This is an optimization exercise on Yosys and OpenROAD, whose aim is small area, not a production implementation.
In this exercise RTL edits were held to simulation tests only and were not proved equivalent to the original.

==> flow/design.v (excerpt) <==
module mac_nch_acc #(
    parameter int DW     = 18,
    parameter int CW     = 28,
    parameter int NCH    = 4,
    parameter int GUARD  = 2,
    parameter int OSHIFT = 24,
    parameter int OW     = 20
) (
    input  logic                         clk,
    input  logic                         rst,
    input  logic                         iv,
    input  logic [DW-1:0]                din,
    input  logic [CW-1:0]                cin,
    input  logic [((NCH <= 1) ? 1 : $clog2(NCH))-1:0]     ch,
    input  logic                         first,
    input  logic                         last,
    output logic [OW-1:0]                dout,
    output logic [((NCH <= 1) ? 1 : $clog2(NCH))-1:0]     och,
    output logic                         ov,
    output logic                         ovf
);
    localparam int AW = DW + CW + GUARD;    
    localparam int NR = DW / 2;             
    localparam int HW = AW - OSHIFT;        
    logic              v1, f1, l1;
    logic [1:0]        ch1;
    logic [3:0]        rd1;              
    logic [NR-1:0]     one, two, m1;
    logic              m2t;              
    logic [CW-1:0]     c1;
    logic [NR-1:0]     rone, rtwo, rm1;
    logic              rm2t;
    always_comb begin
        logic cy, s0, s1;
        cy = 1'b0;
        for (int i = 0; i < NR - 1; i++) begin
            s0 = din[2*i] ^ cy;
            s1 = din[2*i+1] ^ (din[2*i] & cy);
            cy = din[2*i+1] & (din[2*i] | cy);
            rone[i] = ~s1 & s0;
            rtwo[i] = s1 & ~s0;
            rm1[i]  = s1 & s0;
        end
        rone[NR-1] = ~din[DW-1] & (din[DW-2] ^ cy);
        rtwo[NR-1] = ~din[DW-1] & din[DW-2] & cy;
        rm1[NR-1]  = din[DW-1] & (din[DW-2] ^ cy);
        rm2t       = din[DW-1] & ~din[DW-2] & ~cy;
  ...
==> flow/config.mk <==
export PLATFORM = sky130hd
export DESIGN_NAME = mac_nch_acc
export DESIGN_NICKNAME = mac_nch_acc
export VERILOG_FILES = /design/flow/design.v
export SDC_FILE = /design/flow/constraint.sdc
export NUM_CORES = 4
export LEC_CHECK = 0
export CAP_MARGIN = 20
export CORE_MARGIN = 2
export CORE_UTILIZATION = 60
export SLEW_MARGIN = 20
export SYNTH_HIERARCHICAL = 1
export SYNTH_MINIMUM_KEEP_SIZE = 0
==> flow/constraint.sdc <==
create_clock -name core_clock -period 7.5 [get_ports {clk}]
set_input_delay 1.5000 -clock core_clock [delete_from_list [all_inputs] [get_ports {clk}]]
set_output_delay 1.5000 -clock core_clock [all_outputs]
set_load 0.01 [all_outputs]
standard.sh (not shown) runs the stock make flow with config.mk's settings and CLKGATE_MAP_FILE= SYNTH_SCRIPT=/design/flow/synth_recipe.tcl, a recipe that flattens the netlist after the stock synthesis.
==> flow/flow/run.sh <==
#!/bin/bash
# Layout flow: the standard flow (standard.sh, with the standard synthesis
# unchanged) with
#  - plain buf_1 port buffers instead of the default delay-cell port buffers,
#  - clock tree synthesis without dummy loads, with clkbuf_4 buffers and
#    clusters of at most 10 sinks within 40 um.
# Each make run's full output goes to its own log file in this folder; ORFS's
# per-step logs are under orfs/logs/.
set -euo pipefail
bash standard.sh synth > flow_synth.log 2>&1
bash standard.sh \
    "BUFFER_PORTS_ARGS=-buffer_cell sky130_fd_sc_hd__buf_1" \
    "CTS_ARGS=-sink_clustering_enable -repair_clock_nets -dont_use_dummy_load -buf_list sky130_fd_sc_hd__clkbuf_4 -sink_clustering_size 10 -sink_clustering_max_diameter 40" \
    finish > flow_layout.log 2>&1
The baseline ran to the end with no violations.
==> next run, changes <==
--- a/flow/design.v
+++ b/flow/design.v
@@ -37,12 +37,18 @@
     input  logic a, b,
     output logic s, co
 );
     assign s  = a ^ b;
     assign co = a & b;
 endmodule
+module mac_pps (
+    input  logic a1, a2, b1, b2, c1, c2,
+    output logic y
+);
+    assign y = ~((a1 & a2) | (b1 & b2) | (c1 & c2));
+endmodule
 module mac_cpa (input logic [47:0] a, b, output logic [47:0] s);
   logic [8:0] rc;
   assign rc[0] = 1'b0;
   mac_fa u_r0 (.a(a[0]), .b(b[0]), .c(rc[0]), .s(s[0]), .co(rc[1]));
   mac_fa u_r1 (.a(a[1]), .b(b[1]), .c(rc[1]), .s(s[1]), .co(rc[2]));
   mac_fa u_r2 (.a(a[2]), .b(b[2]), .c(rc[2]), .s(s[2]), .co(rc[3]));
@@ -337,13 +343,13 @@
     output logic                         ov,
     output logic                         ovf
 );
     localparam int AW = DW + CW + GUARD;    
     localparam int NR = DW / 2;             
     localparam int HW = AW - OSHIFT;        
-    logic              v1, f1, l1;
+    logic              v1, l1;
     logic [1:0]        ch1;
     logic [3:0]        rd1;              
     logic [NR-1:0]     one, two, m1;
     logic              m2t;              
     logic [CW-1:0]     c1;
     logic [NR-1:0]     rone, rtwo, rm1;
@@ -367,13 +373,12 @@
     always_ff @(posedge clk or posedge rst) begin
         if (rst) v1 <= 1'b0;
         else     v1 <= iv;
     end
     always_ff @(posedge clk) begin
         rd1 <= rdsel;
-        f1  <= first;
         l1  <= last;
         ch1 <= ch;
         one <= rone;
         two <= rtwo;
         m1  <= rm1;
         m2t <= rm2t;
@@ -389,23 +394,31 @@
             rdsel[c] = (ch == 2'(c)) & ~first & ~znext[c];
     end
     assign arow = ~(({AW{rd1[0]}} & ~acc0) | ({AW{rd1[1]}} & ~acc1) |
                     ({AW{rd1[2]}} & ~acc2) | ({AW{rd1[3]}} & ~acc3));
     logic [NR-1:0]    m2, ppt, neg;
     logic [NR*CW-1:0] pp;
-    assign m2 = {m2t, {(NR-1){1'b0}}};
-    always_comb begin
-        for (int i = 0; i < NR; i++) begin
-            for (int j = 0; j < CW; j++)
-                pp[i*CW+j] = ~((one[i] & c1[j]) | (m1[i] & ~c1[j]) |
-                               (two[i] & ((j == 0) ? 1'b0 : c1[j-1])) |
-                               (m2[i] & ((j == 0) ? 1'b1 : ~c1[j-1])));
-            ppt[i] = ((one[i] | two[i]) & c1[CW-1]) | ((m1[i] | m2[i]) & ~c1[CW-1]);
-            neg[i] = ~(m1[i] | m2[i]);
+    logic [CW-1:0]    c1n;
+    assign m2  = {m2t, {(NR-1){1'b0}}};
+    assign c1n = ~c1;
+    for (genvar i = 0; i < NR - 1; i++) begin : g_row
+        assign pp[i*CW] = ~((one[i] & c1[0]) | (m1[i] & c1n[0]));
+        for (genvar j = 1; j < CW; j++) begin : g_bit
+            mac_pps u_pps (.a1(one[i]), .a2(c1[j]), .b1(two[i]), .b2(c1[j-1]),
+                           .c1(m1[i]), .c2(c1n[j]), .y(pp[i*CW+j]));
         end
     end
+    assign pp[(NR-1)*CW] = ~((one[NR-1] & c1[0]) | (m1[NR-1] & c1n[0]) | m2t);
+    for (genvar j = 1; j < CW; j++) begin : g_top
+        assign pp[(NR-1)*CW+j] = ~((one[NR-1] & c1[j]) | (m1[NR-1] & c1n[j]) |
+                                   (two[NR-1] & c1[j-1]) | (m2t & c1n[j-1]));
+    end
+    for (genvar i = 0; i < NR; i++) begin : g_sign
+        assign ppt[i] = ((one[i] | two[i]) & c1[CW-1]) | ((m1[i] | m2[i]) & c1n[CW-1]);
+        assign neg[i] = ~(m1[i] | m2[i]);
+    end
     logic [AW-1:0] ta, tb;
     logic s1;
     logic c2;
     logic s3;
     logic c4;
     logic s5;
Effect: Register-to-register slack is better by 50 ps; cell area falls by 2.2%; via count barely changes; wire length rises by 3.9%; hold slack loses 45 ps; clock skew grows by 11 ps; synthesized area decreases by 5.3%; synthesized cell count goes down by 17%; sequential cell count stays the same.

re-timing with driven ports:
The flow's constraints put no driver on any port. The routed layouts listed below were extracted and timed again, unchanged, in two steps. Step 1 (the two cells are an assumption about what drives the block):
set clk [get_ports {clk}]
set_driving_cell -lib_cell sky130_fd_sc_hd__clkbuf_16 $clk
set_driving_cell -lib_cell sky130_fd_sc_hd__buf_2 [delete_from_list [all_inputs] $clk]
Step 2, shift: input delay + t, output delay - t, t = (earliest + latest rising clock arrival at the registers) / 2. This alone moves slack from input paths to output paths. Three values: no drivers, after step 1, after step 2; two values: the first two.
run	shift t [ns]	slack for setup (ns)	worst data-port slew with drivers (ns)
the first run	0.788	0.283 / 0.283 / 0.283	0.06
the second run	0.807	0.333 / 0.333 / 0.333	0.08
After both steps setup and hold are still met in every run listed.
